Source: an optimization exercise on an open RTL-to-GDS flow (aim: small area and a short achievable clock period). Production flows keep margins and buffers that such runs may drop. The RTL was checked by simulation tests, not by an equivalence proof against the original design. No activity file was given, so power comes from the tool's default toggle rates.

## design/flow/flow/run.sh

```bash
#!/bin/bash
# The standard layout (standard.sh: the standard synthesis script, floorplan,
# placement, CTS, routing) with two changes, both in how the layout is made:
#  - ADDER_MAP_FILE is empty, so synthesis maps the adders with ABC instead of
#    extracting full/half-adder cells (registers and their names are unchanged);
#  - repair_timing aims for more setup slack than zero. The SDC, clock period
#    and I/O constraints are the design's.
# Gate cloning is off so no register is ever duplicated.
set -euo pipefail
cd "$(dirname "$0")/.."
bash standard.sh ADDER_MAP_FILE= SETUP_SLACK_MARGIN=17.7 SKIP_GATE_CLONING=1 finish > flow_make.log 2>&1
```

## design/flow/standard.sh

```bash
#!/bin/bash
# synth_recipe.tcl (not shown) runs the flow's synth.tcl, then flattens the netlist and writes it again
# the make line also repeats each setting of config.mk as NAME=value (left out here)
make -C /OpenROAD-flow-scripts/flow DESIGN_CONFIG=/design/flow/config.mk WORK_HOME=/design/flow/orfs CLKGATE_MAP_FILE= SYNTH_SCRIPT=/design/flow/synth_recipe.tcl "${@:-finish}"
```

## design/flow/config.mk

```make
export PLATFORM = sky130hd
export DESIGN_NAME = rope_sim_top
export DESIGN_NICKNAME = rope_sim_top
export VERILOG_FILES = /design/flow/design.v
export SDC_FILE = /design/flow/constraint.sdc
export NUM_CORES = 4
export LEC_CHECK = 0
export ABC_AREA = 1
export CAP_MARGIN = 20
export CORE_MARGIN = 2
export CORE_UTILIZATION = 40
export SLEW_MARGIN = 20
```

## design/flow/constraint.sdc

```tcl
create_clock -name core_clock -period 24.0 [get_ports {clk}]
set_input_delay 4.8000 -clock core_clock [delete_from_list [all_inputs] [get_ports {clk}]]
set_output_delay 4.8000 -clock core_clock [all_outputs]
set_load 0.01 [all_outputs]
```

## design/flow/design.v

```verilog
`default_nettype none
package rope_sim_pkg;
    localparam int FRAC_BITS = 16;
    typedef logic signed [31:0] coord_t;
    localparam int NUM_NODES = 4;
    typedef logic [$clog2(NUM_NODES)-1:0] node_sel_t;
    localparam coord_t GRAVITY = coord_t'((3 * (1 << FRAC_BITS) + 5) / 10);
    localparam coord_t REST_LEN = coord_t'(10 << FRAC_BITS);
    localparam coord_t BASE_X = coord_t'(200 << FRAC_BITS);
    localparam coord_t NODE_SPACING = coord_t'(10 << FRAC_BITS);
    localparam int PH_VERLET  = 0;
    localparam int PH_FIX     = 1;
    localparam int PH_DONE    = 2;
    localparam int NUM_PHASES = 3;
endpackage
`default_nettype wire
`default_nettype none
module rs_add #(
    parameter int W = 32
) (
    input  wire logic [W-1:0] a,
    input  wire logic [W-1:0] b,
    input  wire logic         cin,
    output logic [W-1:0]      s,
    output logic              cout
);
    localparam int N = W + 1;
    logic [W-1:0] hp;
    logic [N-1:0] gg, pp;
    assign hp = a ^ b;
    always_comb begin
        gg[0] = cin;
        pp[0] = 1'b0;
        for (int i = 0; i < W; i++) begin
            gg[i+1] = a[i] & b[i];
            pp[i+1] = hp[i];
        end
        for (int d = 1; d < N; d = d * 2) begin
            for (int i = 2 * d - 1; i < N; i += 2 * d) begin
                gg[i] = gg[i] | (pp[i] & gg[i-d]);
                pp[i] = pp[i] & pp[i-d];
            end
        end
        for (int d = 2 ** ($clog2(N) - 1); d >= 1; d = d / 2) begin
            for (int i = 3 * d - 1; i < N; i += 2 * d) begin
                gg[i] = gg[i] | (pp[i] & gg[i-d]);
                pp[i] = pp[i] & pp[i-d];
            end
        end
    end
    assign s    = hp ^ gg[W-1:0];
    assign cout = gg[W];
endmodule
`default_nettype wire
`timescale 1ns/10ps
`default_nettype none
module step_sequencer (
    input  wire logic clk,
    input  wire logic reset,
    input  wire logic step,
    output logic      verlet_state,
    output logic      fix_constraint_state,
    output logic      step_done,
    output logic      busy
);
    logic [rope_sim_pkg::NUM_PHASES-1:0] phase;
    logic busy_q;
    logic accept;
    assign accept = step && !busy_q;
    always_ff @(posedge clk) begin
        if (reset) begin
            phase  <= '0;
            busy_q <= 1'b0;
        end else begin
            busy_q <= accept || (|phase[rope_sim_pkg::NUM_PHASES-2:0]);
            phase <= {phase[rope_sim_pkg::NUM_PHASES-2:0], accept};
        end
    end
    assign verlet_state = phase[rope_sim_pkg::PH_VERLET];
    assign fix_constraint_state = phase[rope_sim_pkg::PH_FIX];
    assign step_done = phase[rope_sim_pkg::PH_DONE];
    assign busy = busy_q;
endmodule
`default_nettype wire
`timescale 1ns/10ps
`default_nettype none
module verlet_node #(
    parameter int node_id = 0
) (
    input  wire logic                 clk,
    input  wire logic                 reset,
    input  wire logic                 verlet_state,
    input  wire logic                 load,
    input  wire rope_sim_pkg::coord_t x_load,
    input  wire rope_sim_pkg::coord_t y_load,
    output rope_sim_pkg::coord_t      x_pos,
    output rope_sim_pkg::coord_t      y_pos
);
    rope_sim_pkg::coord_t x;
    rope_sim_pkg::coord_t y;
    rope_sim_pkg::coord_t px;
    rope_sim_pkg::coord_t py;
    rope_sim_pkg::coord_t x_int, y_int;
    rs_add #(.W(32)) u_xint (
        .a    ({x[30:0], 1'b0}),
        .b    (~px),
        .cin  (1'b1),
        .s    (x_int),
        .cout ()
    );
    localparam logic [31:0] YK = rope_sim_pkg::GRAVITY + 32'd1;
    logic [31:0] ya, yb, ys, ym;
    assign ya = {y[30:0], 1'b0};
    assign yb = ~py;
    assign ys = ya ^ yb ^ YK;
    assign ym = (ya & yb) | (ya & YK) | (yb & YK);
    rs_add #(.W(32)) u_yint (
        .a    (ys),
        .b    ({ym[30:0], 1'b0}),
        .cin  (1'b0),
        .s    (y_int),
        .cout ()
    );
    always_ff @(posedge clk) begin
        if (reset) begin
            x  <= rope_sim_pkg::BASE_X;
            y  <= rope_sim_pkg::coord_t'(node_id) * rope_sim_pkg::NODE_SPACING;
            px <= rope_sim_pkg::BASE_X;
            py <= rope_sim_pkg::coord_t'(node_id) * rope_sim_pkg::NODE_SPACING;
        end else if (verlet_state) begin
            x  <= x_int;
            y  <= y_int;
            px <= x;
            py <= y;
        end else if (load) begin
            x <= x_load;
            y <= y_load;
        end
    end
    assign x_pos = x;
    assign y_pos = y;
endmodule
`default_nettype wire
`timescale 1ns/10ps
`default_nettype none
module rope_constraint (
    input  wire logic                                     clk,
    input  wire logic                                     active,
    input  wire logic                                     load_next,
    input  wire logic [rope_sim_pkg::NUM_NODES-1:0][31:0] x_in,
    input  wire logic [rope_sim_pkg::NUM_NODES-1:0][31:0] y_in,
    output logic [rope_sim_pkg::NUM_NODES-1:0][31:0]      x_fix,
    output logic [rope_sim_pkg::NUM_NODES-1:0][31:0]      y_fix
);
    logic use_a;
    always_ff @(posedge clk) begin
        use_a <= load_next;
    end
    rope_axis_clamp u_x (
        .clk    (clk),
        .use_a  (use_a),
        .active (active),
        .c_in   (x_in),
        .c_fix  (x_fix)
    );
    rope_axis_clamp u_y (
        .clk    (clk),
        .use_a  (use_a),
        .active (active),
        .c_in   (y_in),
        .c_fix  (y_fix)
    );
endmodule
module rope_diff (
    input  wire logic [31:0] q,
    input  wire logic [31:0] p,
    output logic [14:0]      hi,
    output logic             nz
);
    logic [31:0] d;
    rs_add #(.W(32)) u_sub (
        .a    (q),
        .b    (~p),
        .cin  (1'b1),
        .s    (d),
        .cout ()
    );
    assign hi = d[31:17];
    assign nz = |(q[16:0] ^ p[16:0]);
endmodule
module rope_range #(
    parameter int K   = 0,
    parameter bit NEG = 1'b0
) (
    input  wire logic [14:0] hi,
    input  wire logic        nz,
    output logic             gt,
    output logic             lt
);
    localparam longint M  = 64'h1_0000_0000;
    localparam longint R  = 64'h000A_0000;
    localparam longint H  = 64'h8000_0000;
    localparam longint KR = K * R;
    localparam longint GL = NEG ? H + 1 - KR : R + 1 + KR;
    localparam longint GU = NEG ? M - R - 1 - KR : H - 1 + KR;
    localparam longint LL = NEG ? R + 1 - KR : H + KR;
    localparam longint LU = NEG ? H - KR : M - R - 1 + KR;
    function automatic longint md(input longint v);
        md = ((v % M) + M) % M;
    endfunction
    function automatic logic ge(input logic [14:0] h, input logic z, input longint lo);
        longint lh, ll;
        lh = lo >> 17;
        ll = lo & 64'h1FFFF;
        ge = (h > 15'(lh)) || (h == 15'(lh) && (ll == 0 || z));
    endfunction
    function automatic logic le(input logic [14:0] h, input logic z, input longint up);
        longint uh, ul;
        uh = up >> 17;
        ul = up & 64'h1FFFF;
        le = (h < 15'(uh)) || (h == 15'(uh) && (ul == 64'h1FFFF || !z));
    endfunction
    function automatic logic in_iv(input logic [14:0] h, input logic z,
                                    input longint lo, input longint up);
        if (md(lo) <= md(up)) in_iv = ge(h, z, md(lo)) && le(h, z, md(up));
        else                  in_iv = ge(h, z, md(lo)) || le(h, z, md(up));
    endfunction
    assign gt = in_iv(hi, nz, GL, GU);
    assign lt = in_iv(hi, nz, LL, LU);
endmodule
module rope_axis_clamp (
    input  wire logic                                     clk,
    input  wire logic                                     active,
    input  wire logic                                     use_a,
    input  wire logic [rope_sim_pkg::NUM_NODES-1:0][31:0] c_in,
    output logic [rope_sim_pkg::NUM_NODES-1:0][31:0]      c_fix
);
    logic [31:0] a, q1, q2, q3;
    assign a  = c_in[0];
    assign q1 = c_in[1];
    assign q2 = c_in[2];
    assign q3 = c_in[3];
    logic [14:0] u1_h, u2_h, u3_h;
    logic        u1_z, u2_z, u3_z;
    rope_diff u_d1 (.q(q1), .p(use_a ? a : q2), .hi(u1_h), .nz(u1_z));
    rope_diff u_d2 (.q(q2), .p(use_a ? a : q3), .hi(u2_h), .nz(u2_z));
    rope_diff u_d3 (.q(q3), .p(use_a ? a : q1), .hi(u3_h), .nz(u3_z));
    logic g_f21_d, l_f21_d, g_f31p_d, l_f31p_d, g_f31m_d, l_f31m_d, g_f32_d, l_f32_d;
    rope_range #(.K( 0), .NEG(1'b1)) r_f21  (.hi(u1_h), .nz(u1_z), .gt(g_f21_d),  .lt(l_f21_d));
    rope_range #(.K( 0), .NEG(1'b1)) r_f32  (.hi(u2_h), .nz(u2_z), .gt(g_f32_d),  .lt(l_f32_d));
    rope_range #(.K( 1), .NEG(1'b0)) r_f31p (.hi(u3_h), .nz(u3_z), .gt(g_f31p_d), .lt(l_f31p_d));
    rope_range #(.K(-1), .NEG(1'b0)) r_f31m (.hi(u3_h), .nz(u3_z), .gt(g_f31m_d), .lt(l_f31m_d));
    logic g_f21, l_f21, g_f31p, l_f31p, g_f31m, l_f31m, g_f32, l_f32;
    always_ff @(posedge clk) begin
        g_f21  <= g_f21_d;
        l_f21  <= l_f21_d;
        g_f31p <= g_f31p_d;
        l_f31p <= l_f31p_d;
        g_f31m <= g_f31m_d;
        l_f31m <= l_f31m_d;
        g_f32  <= g_f32_d;
        l_f32  <= l_f32_d;
    end
    logic g_e1, l_e1, g_e2p, l_e2p, g_e2m, l_e2m;
    logic g_e3p, l_e3p, g_e30, l_e30, g_e3m, l_e3m;
    rope_range #(.K( 0)) r_e1  (.hi(u1_h), .nz(u1_z), .gt(g_e1),  .lt(l_e1));
    rope_range #(.K( 1)) r_e2p (.hi(u2_h), .nz(u2_z), .gt(g_e2p), .lt(l_e2p));
    rope_range #(.K(-1)) r_e2m (.hi(u2_h), .nz(u2_z), .gt(g_e2m), .lt(l_e2m));
    rope_range #(.K( 2)) r_e3p (.hi(u3_h), .nz(u3_z), .gt(g_e3p), .lt(l_e3p));
    rope_range #(.K( 0)) r_e30 (.hi(u3_h), .nz(u3_z), .gt(g_e30), .lt(l_e30));
    rope_range #(.K(-2)) r_e3m (.hi(u3_h), .nz(u3_z), .gt(g_e3m), .lt(l_e3m));
    logic up1, dn1;
    assign up1 = active && g_e1;
    assign dn1 = active && l_e1;
    logic g2, l2;
    always_comb begin
        if (up1)      begin g2 = g_e2p; l2 = l_e2p; end
        else if (dn1) begin g2 = g_e2m; l2 = l_e2m; end
        else          begin g2 = g_f21; l2 = l_f21; end
    end
    logic up2, dn2;
    assign up2 = active && g2;
    assign dn2 = active && l2;
    logic g3, l3;
    always_comb begin
        if (up2 || dn2) begin
            if (up1 || dn1) begin
                if (up1 && up2)      begin g3 = g_e3p; l3 = l_e3p; end
                else if (dn1 && dn2) begin g3 = g_e3m; l3 = l_e3m; end
                else                 begin g3 = g_e30; l3 = l_e30; end
            end else begin
                if (up2) begin g3 = g_f31p; l3 = l_f31p; end
                else     begin g3 = g_f31m; l3 = l_f31m; end
            end
        end else begin
            g3 = g_f32; l3 = l_f32;
        end
    end
    logic up3, dn3;
    assign up3 = active && g3;
    assign dn3 = active && l3;
    logic [31:0] p1, p2, p3;
    assign p1 = up1 ? {a[31:17] + 15'd5, a[16:0]}
              : dn1 ? {a[31:17] - 15'd5, a[16:0]} : q1;
    assign p2 = up2 ? {p1[31:17] + 15'd5, p1[16:0]}
              : dn2 ? {p1[31:17] - 15'd5, p1[16:0]} : q2;
    assign p3 = up3 ? {p2[31:17] + 15'd5, p2[16:0]}
              : dn3 ? {p2[31:17] - 15'd5, p2[16:0]} : q3;
    assign c_fix[0] = a;
    assign c_fix[1] = p1;
    assign c_fix[2] = p2;
    assign c_fix[3] = p3;
endmodule
`default_nettype wire
`timescale 1ns/10ps
`default_nettype none
module position_readout (
    input  wire logic                    clk,
    input  wire logic                    reset,
    input  wire rope_sim_pkg::node_sel_t node_sel,
    input  wire logic [rope_sim_pkg::NUM_NODES-1:0][31:0]    x_in,
    input  wire logic [rope_sim_pkg::NUM_NODES-1:0][31:0]    y_in,
    output rope_sim_pkg::coord_t         sel_x,
    output rope_sim_pkg::coord_t         sel_y
);
    always_ff @(posedge clk) begin
        if (reset) begin
            sel_x <= rope_sim_pkg::BASE_X;
            sel_y <= '0;
        end else begin
            sel_x <= x_in[node_sel];
            sel_y <= y_in[node_sel];
        end
    end
endmodule
`default_nettype wire
`timescale 1ns/10ps
`default_nettype none
module rope_sim_top (
    input  wire logic                    clk,
    input  wire logic                    reset,
    input  wire logic                    step,
    input  wire rope_sim_pkg::coord_t    anchor_x,
    input  wire rope_sim_pkg::coord_t    anchor_y,
    input  wire rope_sim_pkg::node_sel_t node_sel,
    output logic                         step_done,
    output logic                         busy,
    output rope_sim_pkg::coord_t         sel_x,
    output rope_sim_pkg::coord_t         sel_y
);
    logic verlet_state;
    logic fix_constraint_state;
    logic [rope_sim_pkg::NUM_NODES-1:0][31:0] x_pos;
    logic [rope_sim_pkg::NUM_NODES-1:0][31:0] y_pos;
    logic [rope_sim_pkg::NUM_NODES-1:0][31:0] x_cur;
    logic [rope_sim_pkg::NUM_NODES-1:0][31:0] y_cur;
    step_sequencer step_sequencer_inst (
        .clk                  (clk),
        .reset                (reset),
        .step                 (step),
        .verlet_state         (verlet_state),
        .fix_constraint_state (fix_constraint_state),
        .step_done            (step_done),
        .busy                 (busy)
    );
    verlet_node #(
        .node_id (0)
    ) node0_inst (
        .clk          (clk),
        .reset        (reset),
        .verlet_state (verlet_state),
        .load         (fix_constraint_state),
        .x_load       (anchor_x),
        .y_load       (anchor_y),
        .x_pos        (x_pos[0]),
        .y_pos        (y_pos[0])
    );
    for (genvar i = 1; i < rope_sim_pkg::NUM_NODES; i++) begin : g_node
        verlet_node #(
            .node_id (i)
        ) verlet_node_inst (
            .clk          (clk),
            .reset        (reset),
            .verlet_state (verlet_state),
            .load         (1'b1),
            .x_load       (x_cur[i]),
            .y_load       (y_cur[i]),
            .x_pos        (x_pos[i]),
            .y_pos        (y_pos[i])
        );
    end
    rope_constraint rope_constraint_inst (
        .clk    (clk),
        .active    (step_done),
        .load_next (fix_constraint_state),
        .x_in   (x_pos),
        .y_in   (y_pos),
        .x_fix  (x_cur),
        .y_fix  (y_cur)
    );
    position_readout position_readout_inst (
        .clk      (clk),
        .reset    (reset),
        .node_sel (node_sel),
        .x_in     (x_cur),
        .y_in     (y_cur),
        .sel_x    (sel_x),
        .sel_y    (sel_y)
    );
endmodule
`default_nettype wire
```

==> results of run 1 <==
==> synth_stat cells (6+ instances only) <==
library cell               instances
sky130_fd_sc_hd__o22ai_1         274
sky130_fd_sc_hd__a21boi_0          6
sky130_fd_sc_hd__a22oi_1          22
sky130_fd_sc_hd__or2_1            24
sky130_fd_sc_hd__nand3_2          17
sky130_fd_sc_hd__nand3_1         545
sky130_fd_sc_hd__o21bai_1         47
sky130_fd_sc_hd__buf_2            32
sky130_fd_sc_hd__o21ai_0         561
sky130_fd_sc_hd__nor2_2           27
sky130_fd_sc_hd__a221oi_1          8
sky130_fd_sc_hd__nand2_1        2588
sky130_fd_sc_hd__o31ai_1          25
sky130_fd_sc_hd__inv_1          1226
sky130_fd_sc_hd__and2_1           11
sky130_fd_sc_hd__a21oi_1         363
sky130_fd_sc_hd__clkbuf_1        180
sky130_fd_sc_hd__nand2_4           6
sky130_fd_sc_hd__nand4_1          74
sky130_fd_sc_hd__buf_1            14
sky130_fd_sc_hd__o211ai_1         55
sky130_fd_sc_hd__nor2_1         1055
sky130_fd_sc_hd__xor2_1           81
sky130_fd_sc_hd__o221ai_1         14
sky130_fd_sc_hd__inv_2            42
sky130_fd_sc_hd__nand2_2          50
sky130_fd_sc_hd__a32o_1           29
sky130_fd_sc_hd__o21ai_1          92
sky130_fd_sc_hd__o21a_1           33
sky130_fd_sc_hd__or2_2            49
sky130_fd_sc_hd__nor4_1            6
sky130_fd_sc_hd__clkinv_1          6
sky130_fd_sc_hd__a22o_1            7
sky130_fd_sc_hd__xnor2_1          47
sky130_fd_sc_hd__nor3_1           82
sky130_fd_sc_hd__a31oi_1          21
sky130_fd_sc_hd__dfxtp_1         597
sky130_fd_sc_hd__buf_6            26
sky130_fd_sc_hd__nand3b_1         26
sky130_fd_sc_hd__a21oi_2           8
==> layout make-up <==
class / count / share of cell area (%)
Clock buffer: 111 / 4.165
Inverter: 1275 / 9.038
Timing Repair Buffer: 227 / 4.560
Clock inverter: 34 / 1.149
Multi-Input combinational cell: 6319 / 55.46
Sequential cell: 597 / 22.07
Tap cell: 1536 / 3.544
Antenna cell: 2 / 0.009230
==> where the power goes <==
part | internal, W | switching [W] | total [W]
combinational | 0.000947 | 0.00225 | 0.00319
clock | 0.000823 | 0.000525 | 0.00135
sequential | 0.00111 | 0.000130 | 0.00124
==> metal layers <==
| layer | GRT usage, % | routed length (um) |
|---|---|---|
| met5 | 0 | 13 |
| met1 | 42.48 | 86930 |
| met2 | 48.68 | 84240 |
| met4 | 11.46 | 7939 |
| met3 | 4.184 | 16920 |
==> flip-flops by register name, summed over array words and instances (netlist names), 3 cells and up <==
| name | cells |
|---|---|
| g_node.verlet_node_inst.y | 96 |
| node0_inst.x | 32 |
| step_sequencer_inst.phase | 3 |
| node0_inst.y | 32 |
| position_readout_inst.sel_x | 32 |
| g_node.verlet_node_inst.py | 96 |
| node0_inst.py | 32 |
| position_readout_inst.sel_y | 32 |
| g_node.verlet_node_inst.px | 96 |
| g_node.verlet_node_inst.x | 96 |
| node0_inst.px | 32 |
==> per-stage QoR <==
step	hold WS, ps	utilization (%)	instance area (sq um)
final	448.5	45.98	54220
after global routing	464.2	45.98	54220
after CTS	448.0	45.15	53240
after detailed placement	441.7	42.18	49740
after global placement	434.3	42.18	49740
after floorplan	363.7	-	47470
==> kinds of logic after synthesis <==
group	Yosys count	share of synthesized area, %
buffers and inverters	1535	12.79
xor gates and xnor gates	130	2.430
AOI/OAI and AO/OA	1605	19.63
DFF	597	25.18
and+or+nand+nor	4584	39.97
==> layout by cell type (no fill, tap or decap), types with 49 or more instances in the layout <==
master,count
sky130_fd_sc_hd__nand2_1,2568
sky130_fd_sc_hd__inv_1,1217
sky130_fd_sc_hd__nor2_1,1028
sky130_fd_sc_hd__dfxtp_1,587
sky130_fd_sc_hd__o21ai_0,554
sky130_fd_sc_hd__nand3_1,529
sky130_fd_sc_hd__a21oi_1,349
sky130_fd_sc_hd__o22ai_1,273
sky130_fd_sc_hd__o21ai_1,90
sky130_fd_sc_hd__clkbuf_16,80
sky130_fd_sc_hd__xor2_1,79
sky130_fd_sc_hd__nor3_1,77
sky130_fd_sc_hd__nand4_1,74
sky130_fd_sc_hd__dlygate4sd2_1,66
sky130_fd_sc_hd__clkdlybuf4s50_1,65
sky130_fd_sc_hd__nand2_2,57
sky130_fd_sc_hd__buf_4,57
sky130_fd_sc_hd__o211ai_1,55
sky130_fd_sc_hd__or2_2,49
==> how the worst min path moves through the flow <==
stage,start,to,slack [ps]
floorplan,step_sequencer_inst.phase[1]$_SDFF_PP0_,rope_constraint_inst.use_a$_DFF_P_,360
global placement,g_node[2].verlet_node_inst.py[0]$_SDFFE_PP0P_,g_node[2].verlet_node_inst.py[0]$_SDFFE_PP0P_,430
detailed placement,g_node[2].verlet_node_inst.py[0]$_SDFFE_PP0P_,g_node[2].verlet_node_inst.py[0]$_SDFFE_PP0P_,440
CTS,g_node[2].verlet_node_inst.py[0]$_SDFFE_PP0P_,g_node[2].verlet_node_inst.y[0]$_SDFF_PP0_,450
global route,g_node[2].verlet_node_inst.py[0]$_SDFFE_PP0P_,g_node[2].verlet_node_inst.y[0]$_SDFF_PP0_,460
finish,g_node[2].verlet_node_inst.py[0]$_SDFFE_PP0P_,g_node[2].verlet_node_inst.y[0]$_SDFF_PP0_,450
==> repair_timing <==
action,4_1_cts,5_1_grt
setup buffers,22,40
setup endpoints to repair,623,155
pin swaps,7,23
gates resized for setup,163,143
==> impl_metrics.py, run 1 <==
metrics = {
    "job": {
        "drv_cap": 0,
    },
    "pwr": {
        "p_leak_nw": 26.03,
        "vdd.ir_drop.worst_mv": 0.06229,
        "power_density_nw_per_um2": 106.5,
        "power.total_w": 0.005777,
    },
    "timing": {
        "rsz0062_at_grt": "yes",
        "relSlewSlack_pct": 27.60,
        "tightest_slew_ps": 1083,
        "finalWorstPathRequiredPeriod_ps": 6284,
        "post-route-worst-setup-slack_ps": 17720,
        "timing.final.max_slew_violations": 0,
        "fin_crit_sh_pct": 26.18,
        "setup-violations-final": 0,
        "timing.final.hold_violations": 0,
        "fmax_ghz": 0.1591,
        "final.setup.tns_ps": 0,
        "clock_skew_ps": 27.16,
    },
    "clock_tree": {
        "cts_htree_levels": 3,
        "cts.hold.buffers_added": 0,
        "clk_latency_ps": 690,
        "path_clk_slew_ps": 60,
        "cts-root-to-sink-buffers": 3,
        "tritoncts": "yes",
        "cts_num_sinks": 597,
        "cts-root-buf": "sky130_fd_sc_hd__clkbuf_16",
        "cts_buffers": 79,
    },
    "worst_setup_path": {
        "regToRegStartpoint": "rope_constraint_inst.use_a$_DFF_P_",
        "critPathKind": "in -> reg",
        "worstPathCellList": "buf_6, buf_12, nor2_4, buf_6, buf_12, a22oi_1",
        "critical_path.top_delay_family": "buffers and inverters",
        "critical_path_depth": 6,
        "worst-r2r-setup-slack_ps": 18010,
        "path_max_fanout": 62,
        "critPathRequiredTime_ps": 24490,
        "regToRegEndpoint": "position_readout_inst.sel_y[30]$_SDFF_PP0_",
        "critical-path-slowest-cell": "sky130_fd_sc_hd__buf_6",
        "max_stage_delay_ps": 520,
        "worst_reg2reg_path_length_in_cells": 41,
        "setup.worst_path.start": "reset",
        "crit_path_end": "g_node[2].verlet_node_inst.py[18]$_SDFFE_PP1P_",
        "worst-path-buf-inv": 4,
        "start_kind": "primary input",
        "crit_path_capture_type": "flop",
        "worst_ep_arrival_time_ps": 6770,
    },
    "die": {
        "die_height_um": 348.5,
        "initial_utilization_pct": 40.25,
        "dieArea_sq_um": 121400,
        "io_pins": 135,
        "die_x_um": 348.5,
        "fp-row-count": 126,
        "core_sq_um": 117900,
    },
    "drt": {
        "drt-initial-drc-count": 5462,
        "vias": 55445,
        "drt-vias-per-instance": 5.489,
        "1st_pass_router_iterations": 7,
        "route.antenna.remaining_nets": 0,
        "remaining_drc_errors": 0,
        "drt_wl_total_mm": 196.0,
        "routed_wire_length_per_instance_um": 19.41,
    },
    "synthesis": {
        "post_synth_main_area_contributors": "sky130_fd_sc_hd__dfxtp_1 (25%), sky130_fd_sc_hd__nand2_1 (20%), sky130_fd_sc_hd__inv_1 (9.7%)",
        "postSynthNetCount": 8520,
        "post_synth_num_cell_types": 73,
        "number_of_warnings_reported_in_the_yosys_synthesis_log": 17,
        "postSynthCellCount": 8451,
        "synth.avg_cell_area_sq_um": 5.617,
        "netlist.top_cell.by_area": "sky130_fd_sc_hd__dfxtp_1",
        "synth_area_sq_um": 47470,
        "ys_seq_elements": 597,
        "synth_async_sr_flop_share_pct": 0,
        "synth_enable_flop_cells": 0,
        "seq_area_frac_synth_pct": 25.18,
        "yosysTopAreaCellShare_pct": 25.18,
        "synth_top_flop_cell": "sky130_fd_sc_hd__dfxtp_1",
    },
    "cells_and_area": {
        "layout.cells.non_filler": 10101,
        "drive_gt1_share_pct": 6.528,
        "register_area_sq_um": 11970,
        "num-fill-cells": 12699,
        "synthToLayoutAreaGrowth_pct": 14.24,
        "multi_input_comb_area_sq_um": 30070,
        "final_nets": 8568,
    },
    "global_route": {
        "number_of_global_route_vias_before_repair": 50231,
        "combined_global_route_utilization_of_all_metal_layers_pct": 30.78,
        "wire_length_of_the_first_global_routing_pass_mm": 292.5,
        "grt_max_degree": 139,
        "grt-ovfl-total": 0,
        "grt_antenna_before_repair": 5,
    },
    "placement": {
        "detailed_place_hpwl_mm": 136.6,
        "pre_cts_ws_ps": 14700,
        "dpl.cell_count": 9892,
        "numPortBuffers": 134,
        "placer_congestion": 0.9608,
    },
    "worst_hold_path": {
        "min_path_type": "reg -> reg",
        "worstHoldPathCells": 1,
    },
    "outcome": {
        "status": "timing/DRC/antenna clean",
    },
}
==> inputs of run 2 (changes only) <==
--- a/design/flow/design.v
+++ b/design/flow/design.v
@@ -17,5 +17,6 @@
 `default_nettype none
 module rs_add #(
-    parameter int W = 32
+    parameter int W = 32,
+    parameter int G = 1
 ) (
     input  wire logic [W-1:0] a,
@@ -25,30 +26,51 @@
     output logic              cout
 );
-    localparam int N = W + 1;
-    logic [W-1:0] hp;
-    logic [N-1:0] gg, pp;
+    localparam int N  = W + 1;
+    localparam int NG = (N + G - 1) / G;
+    logic [W-1:0]  hp;
+    logic [N-1:0]  g, p;      
+    logic [N-1:0]  gl, pl;    
+    logic [NG-1:0] gg, pg;    
+    logic [N-1:0]  c;         
     assign hp = a ^ b;
     always_comb begin
-        gg[0] = cin;
-        pp[0] = 1'b0;
+        g[0] = cin;
+        p[0] = 1'b0;
         for (int i = 0; i < W; i++) begin
-            gg[i+1] = a[i] & b[i];
-            pp[i+1] = hp[i];
+            g[i+1] = a[i] & b[i];
+            p[i+1] = hp[i];
         end
-        for (int d = 1; d < N; d = d * 2) begin
-            for (int i = 2 * d - 1; i < N; i += 2 * d) begin
-                gg[i] = gg[i] | (pp[i] & gg[i-d]);
-                pp[i] = pp[i] & pp[i-d];
+        for (int i = 0; i < N; i++) begin
+            if (i % G == 0) begin
+                gl[i] = g[i];
+                pl[i] = p[i];
+            end else begin
+                gl[i] = g[i] | (p[i] & gl[i-1]);
+                pl[i] = p[i] & pl[i-1];
             end
         end
-        for (int d = 2 ** ($clog2(N) - 1); d >= 1; d = d / 2) begin
-            for (int i = 3 * d - 1; i < N; i += 2 * d) begin
-                gg[i] = gg[i] | (pp[i] & gg[i-d]);
-                pp[i] = pp[i] & pp[i-d];
+        for (int j = 0; j < NG; j++) begin
+            gg[j] = gl[(j * G + G - 1 < N) ? j * G + G - 1 : N - 1];
+            pg[j] = pl[(j * G + G - 1 < N) ? j * G + G - 1 : N - 1];
+        end
+        for (int d = 1; d < NG; d = d * 2) begin
+            for (int j = 2 * d - 1; j < NG; j += 2 * d) begin
+                gg[j] = gg[j] | (pg[j] & gg[j-d]);
+                pg[j] = pg[j] & pg[j-d];
+            end
+        end
+        for (int d = (NG > 1) ? 2 ** ($clog2(NG) - 1) : 0; d >= 1; d = d / 2) begin
+            for (int j = 3 * d - 1; j < NG; j += 2 * d) begin
+                gg[j] = gg[j] | (pg[j] & gg[j-d]);
+                pg[j] = pg[j] & pg[j-d];
             end
         end
+        for (int i = 0; i < N; i++) begin
+            if (i < G) c[i] = gl[i];
+            else       c[i] = gl[i] | (pl[i] & gg[i / G - 1]);
+        end
     end
-    assign s    = hp ^ gg[W-1:0];
-    assign cout = gg[W];
+    assign s    = hp ^ c[W-1:0];
+    assign cout = c[W];
 endmodule
 `default_nettype wire
@@ -102,5 +124,5 @@
     rope_sim_pkg::coord_t py;
     rope_sim_pkg::coord_t x_int, y_int;
-    rs_add #(.W(32)) u_xint (
+    rs_add #(.W(32), .G(2)) u_xint (
         .a    ({x[30:0], 1'b0}),
         .b    (~px),
@@ -115,5 +137,5 @@
     assign ys = ya ^ yb ^ YK;
     assign ym = (ya & yb) | (ya & YK) | (yb & YK);
-    rs_add #(.W(32)) u_yint (
+    rs_add #(.W(32), .G(2)) u_yint (
         .a    (ys),
         .b    ({ym[30:0], 1'b0}),
--- a/design/flow/config.mk
+++ b/design/flow/config.mk
@@ -9,4 +9,6 @@
 export CAP_MARGIN = 20
 export CORE_MARGIN = 2
-export CORE_UTILIZATION = 40
+export CORE_UTILIZATION = 65
+export CTS_CLUSTER_DIAMETER = 100
+export CTS_CLUSTER_SIZE = 20
 export SLEW_MARGIN = 20
==> impl_metrics.py, run 2 <==
metrics = {
    "synthesis": {
        "postSynthNetCount": 8429,
        "postSynthCellCount": 8360,
        "seq_area_frac_synth_pct": 25.40,
        "number_of_warnings_reported_in_the_yosys_synthesis_log": 18,
        "post_synth_main_area_contributors": "sky130_fd_sc_hd__dfxtp_1 (25%), sky130_fd_sc_hd__nand2_1 (21%), sky130_fd_sc_hd__inv_1 (9.6%)",
        "synth.avg_cell_area_sq_um": 5.629,
        "synth_top_cells_by_count": "sky130_fd_sc_hd__nand2_1 (2653), sky130_fd_sc_hd__inv_1 (1209), sky130_fd_sc_hd__nor2_1 (971), sky130_fd_sc_hd__dfxtp_1 (597), sky130_fd_sc_hd__nand3_1 (549)",
        "synth_area_sq_um": 47060,
        "synth_enable_flop_cells": 0,
        "yosysTopAreaCellShare_pct": 25.40,
        "post_synth_num_cell_types": 77,
        "synth_async_sr_flop_share_pct": 0,
        "post-synth-top-count-cell": "sky130_fd_sc_hd__nand2_1",
        "ys_seq_elements": 597,
        "synth_top_flop_cell": "sky130_fd_sc_hd__dfxtp_1",
        "netlist.top_cell.by_area": "sky130_fd_sc_hd__dfxtp_1",
    },
    "global_route": {
        "grt-ovfl-total": 0,
        "combined_global_route_utilization_of_all_metal_layers_pct": 45.13,
        "grt_antenna_before_repair": 4,
        "number_of_global_route_vias_before_repair": 49778,
        "grt_max_degree": 152,
        "wire_length_of_the_first_global_routing_pass_mm": 268.5,
    },
    "drt": {
        "remaining_drc_errors": 0,
        "routed_wire_length_per_instance_um": 19.13,
        "drt-initial-drc-count": 7360,
        "drt_wl_total_mm": 178.6,
        "route.antenna.remaining_nets": 0,
        "1st_pass_router_iterations": 7,
        "drt-vias-per-instance": 5.992,
        "vias": 55961,
    },
    "cells_and_area": {
        "drive_gt1_share_pct": 5.830,
        "register_area_sq_um": 11970,
        "utilization_pct": 71.72,
        "mostFrequentLayoutCells": "sky130_fd_sc_hd__nand2_1 (2629), sky130_fd_sc_hd__inv_1 (1204), sky130_fd_sc_hd__nor2_1 (950), sky130_fd_sc_hd__dfxtp_1 (590), sky130_fd_sc_hd__nand3_1 (544)",
        "layout_commonest_cell": "sky130_fd_sc_hd__nand2_1",
        "num-fill-cells": 6446,
        "synthToLayoutAreaGrowth_pct": 9.133,
        "final_nets": 8450,
        "multi_input_comb_area_sq_um": 29640,
    },
    "placement": {
        "placer_congestion": 1.013,
        "numPortBuffers": 134,
        "detailed_place_hpwl_mm": 122.1,
        "pre_cts_ws_ps": 15700,
    },
    "worst_setup_path": {
        "max_stage_delay_ps": 800,
        "worstPathCellList": "buf_4, buf_4, o21ai_0, o21bai_1, a21oi_1",
        "critical-path-slowest-cell": "sky130_fd_sc_hd__buf_4",
        "worst-r2r-setup-slack_ps": 17820,
        "worst_reg2reg_path_length_in_cells": 30,
        "regToRegStartpoint": "rope_constraint_inst.use_a$_DFF_P_",
        "worst_path_most_repeated_cell": "sky130_fd_sc_hd__buf_4",
        "worst_ep_arrival_time_ps": 6810,
        "critPathRequiredTime_ps": 24500,
        "regToRegEndpoint": "position_readout_inst.sel_y[20]$_SDFF_PP0_",
        "crit_path_capture_type": "flop",
        "path_max_fanout": 67,
        "critPathKind": "in -> reg",
        "critical_path.top_delay_family": "buffers and inverters",
        "start_kind": "primary input",
        "worst-path-buf-inv": 2,
    },
    "timing": {
        "timing.final.max_slew_violations": 0,
        "final.setup.tns_ps": 0,
        "timing.final.hold_violations": 0,
        "hold-worst-slack_ps": 393.6,
        "finalWorstPathRequiredPeriod_ps": 6304,
        "clock_skew_ps": 51.36,
        "setup-violations-final": 0,
        "rsz0062_at_grt": "yes",
        "fin_crit_sh_pct": 26.27,
        "fmax_ghz": 0.1586,
        "relSlewSlack_pct": 35.58,
        "tightest_slew_ps": 966.2,
        "post-route-worst-setup-slack_ps": 17700,
    },
    "pwr": {
        "vdd.ir_drop.worst_mv": 0.08801,
        "p_leak_nw": 24.72,
        "power_density_nw_per_um2": 103.1,
    },
    "clock_tree": {
        "cts.hold.buffers_added": 0,
        "path_clk_slew_ps": 100,
        "cts_htree_levels": 2,
        "cts_buffers": 37,
        "tritoncts": "yes",
        "cts_num_sinks": 597,
        "cts-root-buf": "sky130_fd_sc_hd__clkbuf_16",
        "clk_latency_ps": 640,
        "cts-root-to-sink-buffers": 3,
    },
    "worst_hold_path": {
        "min_path_type": "reg -> reg",
        "hold-path-endpoint": "rope_constraint_inst.use_a$_DFF_P_",
        "min-delay-start": "step_sequencer_inst.phase[1]$_SDFF_PP0_",
        "worstHoldPathCells": 0,
    },
    "die": {
        "dieArea_sq_um": 74560,
        "fp-row-count": 98,
        "die_height_um": 273.1,
        "initial_utilization_pct": 65.71,
        "core_sq_um": 71610,
        "io_pins": 135,
        "die_x_um": 273.1,
    },
    "job": {
        "drv_cap": 0,
    },
    "outcome": {
        "status": "timing/DRC/antenna clean",
    },
}
-- run 2: cell types whose count changed after synthesis, sizes merged, moves of 20 or more --
cell   change
a31oi     +26
nand2     +60
nor2      -83
nor3      -34
o21ai     -20
xnor2     -21
-- run 2: layout make-up --
class | instances | area share [%]
inverter | 1261 | 9.458
multi-input combinational | 6247 | 57.72
sequential | 597 | 23.30
timing repair buffer | 237 | 5.160
clock inverter | 7 | 0.1803
clock buffer | 39 | 1.859
tap | 950 | 2.315
antenna | 1 | 0.004873
-- run 2: layer usage --
layer	GRT usage [%]	share of wire (%)
met1	59.56	39
met2	67.86	41
met3	8.514	13
met4	28.29	7.3
met5	0	0.0090
-- run 2: worst register-to-register path, delay by kind of cell (launching register included) --
family,cells,cell delay (ps)
DFF,1,510
xor gates and xnor gates,1,110
buffers and inverters,7,1140
and+or+nand+nor,17,3210
AOI/OAI and AO/OA,5,1050
-- run 2: stage by stage --
stage	instance area (sq um)	cells	total power, W
finish	51360	9339	0.005297
floorplan	47060	8360	0.003521
detailed placement	48550	9215	0.004328
global placement	48540	9215	0.004272
CTS	50330	9286	0.005030
global route	51350	9338	0.005673
-- run 2: power breakdown --
group          total (W)  internal [W]  switching, W
combinational    0.00339      0.000991       0.00240
clock           0.000686      0.000292      0.000393
sequential       0.00122       0.00111      0.000115
total            0.00530       0.00239       0.00291
-- run 2: how the worst max path moves through the flow --
stage	depth (start not counted)	startpoint	slack, ps	to
final	5	node_sel[0]	17700	position_readout_inst.sel_y[14]$_SDFF_PP0_
after global routing	42	rope_constraint_inst.use_a$_DFF_P_	17560	position_readout_inst.sel_y[28]$_SDFF_PP0_
after CTS	1	position_readout_inst.sel_y[25]$_SDFF_PP0_	17700	sel_y[25]
after detailed placement	8	reset	15700	g_node[1].verlet_node_inst.x[3]$_SDFF_PP0_
after global placement	8	reset	15770	g_node[1].verlet_node_inst.x[9]$_SDFF_PP0_
after floorplan	5	reset	17860	g_node[1].verlet_node_inst.px[19]$_SDFFE_PP1P_
-- run 2: logic make-up (layout without fill, tap and decap cells) --
logic type	after synthesis	count (layout)	share of synthesized area (%)
and+or+nand+nor	4560	4560	40.39
AOI/OAI and AO/OA	1560	1560	18.97
adders and majority gates	1	1	0.02393
other	0	1	0
buffers and inverters	1516	1544	12.86
DFF	597	597	25.40
xor gates and xnor gates	126	126	2.361
-- run 2: repair_timing --
| action | 4_1_cts | 5_1_grt |
|---|---|---|
| setup buffers | 25 | 52 |
| pin swaps | 4 | 28 |
| gates resized for setup | 113 | 137 |
| setup endpoints to repair | 488 | 186 |
| hold endpoints to repair | 0 | 0 |
==> inputs of run 3 (changes only) <==
--- a/design/flow/flow/run.sh
+++ b/design/flow/flow/run.sh
@@ -9,3 +9,3 @@
 set -euo pipefail
 cd "$(dirname "$0")/.."
-bash standard.sh ADDER_MAP_FILE= SETUP_SLACK_MARGIN=17.7 SKIP_GATE_CLONING=1 finish > flow_make.log 2>&1
+bash standard.sh ADDER_MAP_FILE= SETUP_SLACK_MARGIN=17.95 SKIP_GATE_CLONING=1 finish > flow_make.log 2>&1
--- a/design/flow/config.mk
+++ b/design/flow/config.mk
@@ -9,5 +9,5 @@
 export CAP_MARGIN = 20
 export CORE_MARGIN = 2
-export CORE_UTILIZATION = 65
+export CORE_UTILIZATION = 70
 export CTS_CLUSTER_DIAMETER = 100
 export CTS_CLUSTER_SIZE = 20
==> impl_metrics.py, run 3 <==
metrics = {
    "synthesis": {
        "synth_area_sq_um": 47060,
        "post_synth_main_area_contributors": "sky130_fd_sc_hd__dfxtp_1 (25%), sky130_fd_sc_hd__nand2_1 (21%), sky130_fd_sc_hd__inv_1 (9.6%)",
        "netlist.top_cell.by_area": "sky130_fd_sc_hd__dfxtp_1",
        "synth_async_sr_flop_share_pct": 0,
        "postSynthCellCount": 8360,
        "yosysTopAreaCellShare_pct": 25.40,
        "ys_seq_elements": 597,
        "post_synth_num_cell_types": 77,
        "seq_area_frac_synth_pct": 25.40,
        "synth_enable_flop_cells": 0,
        "post-synth-top-count-cell": "sky130_fd_sc_hd__nand2_1",
        "synth_top_flop_cell": "sky130_fd_sc_hd__dfxtp_1",
        "number_of_warnings_reported_in_the_yosys_synthesis_log": 18,
        "synth_top_cells_by_count": "sky130_fd_sc_hd__nand2_1 (2653), sky130_fd_sc_hd__inv_1 (1209), sky130_fd_sc_hd__nor2_1 (971), sky130_fd_sc_hd__dfxtp_1 (597), sky130_fd_sc_hd__nand3_1 (549)",
        "postSynthNetCount": 8429,
        "synth.avg_cell_area_sq_um": 5.629,
    },
    "pwr": {
        "vdd.ir_drop.worst_mv": 0.07538,
        "power_density_nw_per_um2": 103.8,
        "power.total_w": 0.005372,
        "p_leak_nw": 24.98,
    },
    "timing": {
        "tightest_slew_ps": 1154,
        "relSlewSlack_pct": 22.37,
        "fin_crit_sh_pct": 25.39,
        "clock_skew_ps": 29.06,
        "fmax_ghz": 0.1641,
        "rsz0062_at_grt": "yes",
        "timing.final.max_slew_violations": 0,
        "finalWorstPathRequiredPeriod_ps": 6092,
        "timing.final.hold_violations": 0,
        "final.setup.tns_ps": 0,
        "setup-violations-final": 0,
    },
    "worst_setup_path": {
        "start_kind": "primary input",
        "crit_path_capture_type": "flop",
        "worst_reg2reg_path_length_in_cells": 46,
        "critPathRequiredTime_ps": 24460,
        "regToRegStartpoint": "rope_constraint_inst.use_a$_DFF_P_",
        "setup.worst_path.start": "node_sel[0]",
        "path_max_fanout": 63,
        "critPathKind": "in -> reg",
        "worst_ep_arrival_time_ps": 6550,
    },
    "global_route": {
        "grt-ovfl-total": 0,
        "wire_length_of_the_first_global_routing_pass_mm": 276.8,
        "grt_max_degree": 165,
        "combined_global_route_utilization_of_all_metal_layers_pct": 49.73,
        "grt_antenna_before_repair": 7,
        "number_of_global_route_vias_before_repair": 52324,
    },
    "drt": {
        "drt_wl_total_mm": 186.5,
        "drt-initial-drc-count": 8495,
        "vias": 58240,
        "routed_wire_length_per_instance_um": 20.06,
        "dr.max_layer_used": "met5",
        "dr_wl_met3_mm": 29.34,
        "route.layer.met1.wl_mm": 66.95,
        "drt-vias-per-instance": 6.263,
        "1st_pass_router_iterations": 11,
        "route.antenna.remaining_nets": 0,
        "met2_wirelength_mm": 73.76,
        "remaining_drc_errors": 0,
    },
    "clock_tree": {
        "cts-root-to-sink-buffers": 3,
        "cts.hold.buffers_added": 0,
        "tritoncts": "yes",
        "cts_num_sinks": 597,
        "path_clk_slew_ps": 100,
        "cts_htree_levels": 2,
        "cts_buffers": 37,
        "clk_latency_ps": 620,
        "cts-root-buf": "sky130_fd_sc_hd__clkbuf_16",
    },
    "die": {
        "io_pins": 135,
        "die_x_um": 263.3,
        "initial_utilization_pct": 70.32,
        "die_height_um": 263.3,
        "fp-row-count": 95,
        "core_sq_um": 66920,
        "dieArea_sq_um": 69320,
    },
    "placement": {
        "detailed_place_hpwl_mm": 122.3,
        "numPortBuffers": 134,
        "placer_congestion": 1.058,
    },
    "worst_hold_path": {
        "worstHoldPathCells": 0,
        "min_path_type": "reg -> reg",
        "min-delay-start": "step_sequencer_inst.phase[1]$_SDFF_PP0_",
    },
    "cells_and_area": {
        "num-fill-cells": 5573,
        "final_nets": 8474,
        "mostFrequentLayoutCells": "sky130_fd_sc_hd__nand2_1 (2622), sky130_fd_sc_hd__inv_1 (1203), sky130_fd_sc_hd__nor2_1 (936), sky130_fd_sc_hd__dfxtp_1 (584), sky130_fd_sc_hd__nand3_1 (540)",
        "layout_commonest_cell": "sky130_fd_sc_hd__nand2_1",
        "synthToLayoutAreaGrowth_pct": 9.939,
        "drive_gt1_share_pct": 6.738,
    },
    "job": {
        "drv_cap": 0,
    },
    "outcome": {
        "status": "timing/DRC/antenna clean",
    },
}
## run 3: per-layer routing
metal | global-route usage, % | vias up
li1 | - | 26891
met1 | 63.54 | 25757
met2 | 72.37 | 4461
met3 | 13.39 | 1125
met4 | 35.63 | 6
met5 | 0 | -
## run 3: what timing repair did
item                                    CTS  global route
pin swaps                                 6            31
gates resized for setup                 177           213
setup buffers                            27            72
endpoints found under the setup margin  553           207
## run 3: per-stage QoR
step	cells	hold WS [ps]	worst slack, ps	cell area (sq um)	util (%)
3_5_place_dp	9140	383.7	15830	48460	72.42
5_1_grt	9289	413.3	17760	51710	77.27
3_3_place_gp	9140	380.2	16100	48460	72.42
2_1_floorplan	8360	350.9	17960	47060	-
4_1_cts	9216	410.8	17950	50290	75.15
6_report	9299	398.5	17910	51730	77.31
## run 3: area by class of cell
type / count / area, sq um / area share [%]
Timing Repair Buffer: 261 / 2904 / 5.613
Multi-Input combinational cell: 6247 / 29780 / 57.56
Clock buffer: 40 / 968.4 / 1.872
Sequential cell: 597 / 11980 / 23.15
Clock inverter: 9 / 98.84 / 0.1911
Antenna cell: 11 / 27.53 / 0.05321
Tap cell: 873 / 1092 / 2.111
Inverter: 1261 / 4888 / 9.449
## run 3: cells by family after synthesis
family	after synthesis	synth area share, %
buffers and inverters	1516	12.86
AO/OA/AOI/OAI	1560	18.97
flip-flops	597	25.40
adder cells (fa/ha/maj)	1	0.02393
XOR/XNOR	126	2.361
AND/OR/NAND/NOR	4560	40.39
## run 3: where the power goes
group | internal, W | switching, W | total (W)
sequential | 0.00111 | 0.000121 | 0.00123
clock | 0.000304 | 0.000392 | 0.000696
combinational | 0.000995 | 0.00245 | 0.00345
## run 3: critical path, stage by stage
cell and delay, ps:
sky130_fd_sc_hd__buf_4 250, sky130_fd_sc_hd__inv_16 250, sky130_fd_sc_hd__buf_16 340, sky130_fd_sc_hd__buf_12 300
sky130_fd_sc_hd__a21oi_1 110, sky130_fd_sc_hd__o21ai_1 230, sky130_fd_sc_hd__a21oi_1 170
## run 3: path summary, 6_finish.rpt
path	slack (ps)	end
max	17910	position_readout_inst.sel_y[26]$_SDFF_PP0_
min reg2reg	400	rope_constraint_inst.use_a$_DFF_P_
max reg2reg	18000	position_readout_inst.sel_y[28]$_SDFF_PP0_
min	400	rope_constraint_inst.use_a$_DFF_P_

[port drivers added, routing unchanged]
How much do the figures lean on ideal ports? The routed layouts below were timed once more, with nothing changed but the port constraints.
Step 1 sets driving cells, clkbuf_16 on the clock port and buf_2 on the other inputs (assumed; they add their load-dependent delay and slew).
Step 2 moves the port delays by t, midway between the first and last clock arrival at a register: inputs arrive t later, outputs are due t later. That takes back most of the time a late clock gives input paths.
Slacks: no drivers / after step 1 / after step 2; pairs: no drivers / after step 1.
| run | t (ns) | slack for setup (ns) | worst setup path at the end |
|---|---|---|---|
| run 1 | 0.750 | 17.716 / 17.696 / 17.012 | input to register |
| run 2 | 0.685 | 17.696 / 17.636 / 17.037 | input to register |
| run 3 | 0.679 | 17.908 / 17.869 / 17.253 | input to register |
After both steps setup and hold are still met in every run listed. For run 1, which loses most, drivers alone change the setup slack by -0.020 ns; drivers and shift together by -0.704 ns.
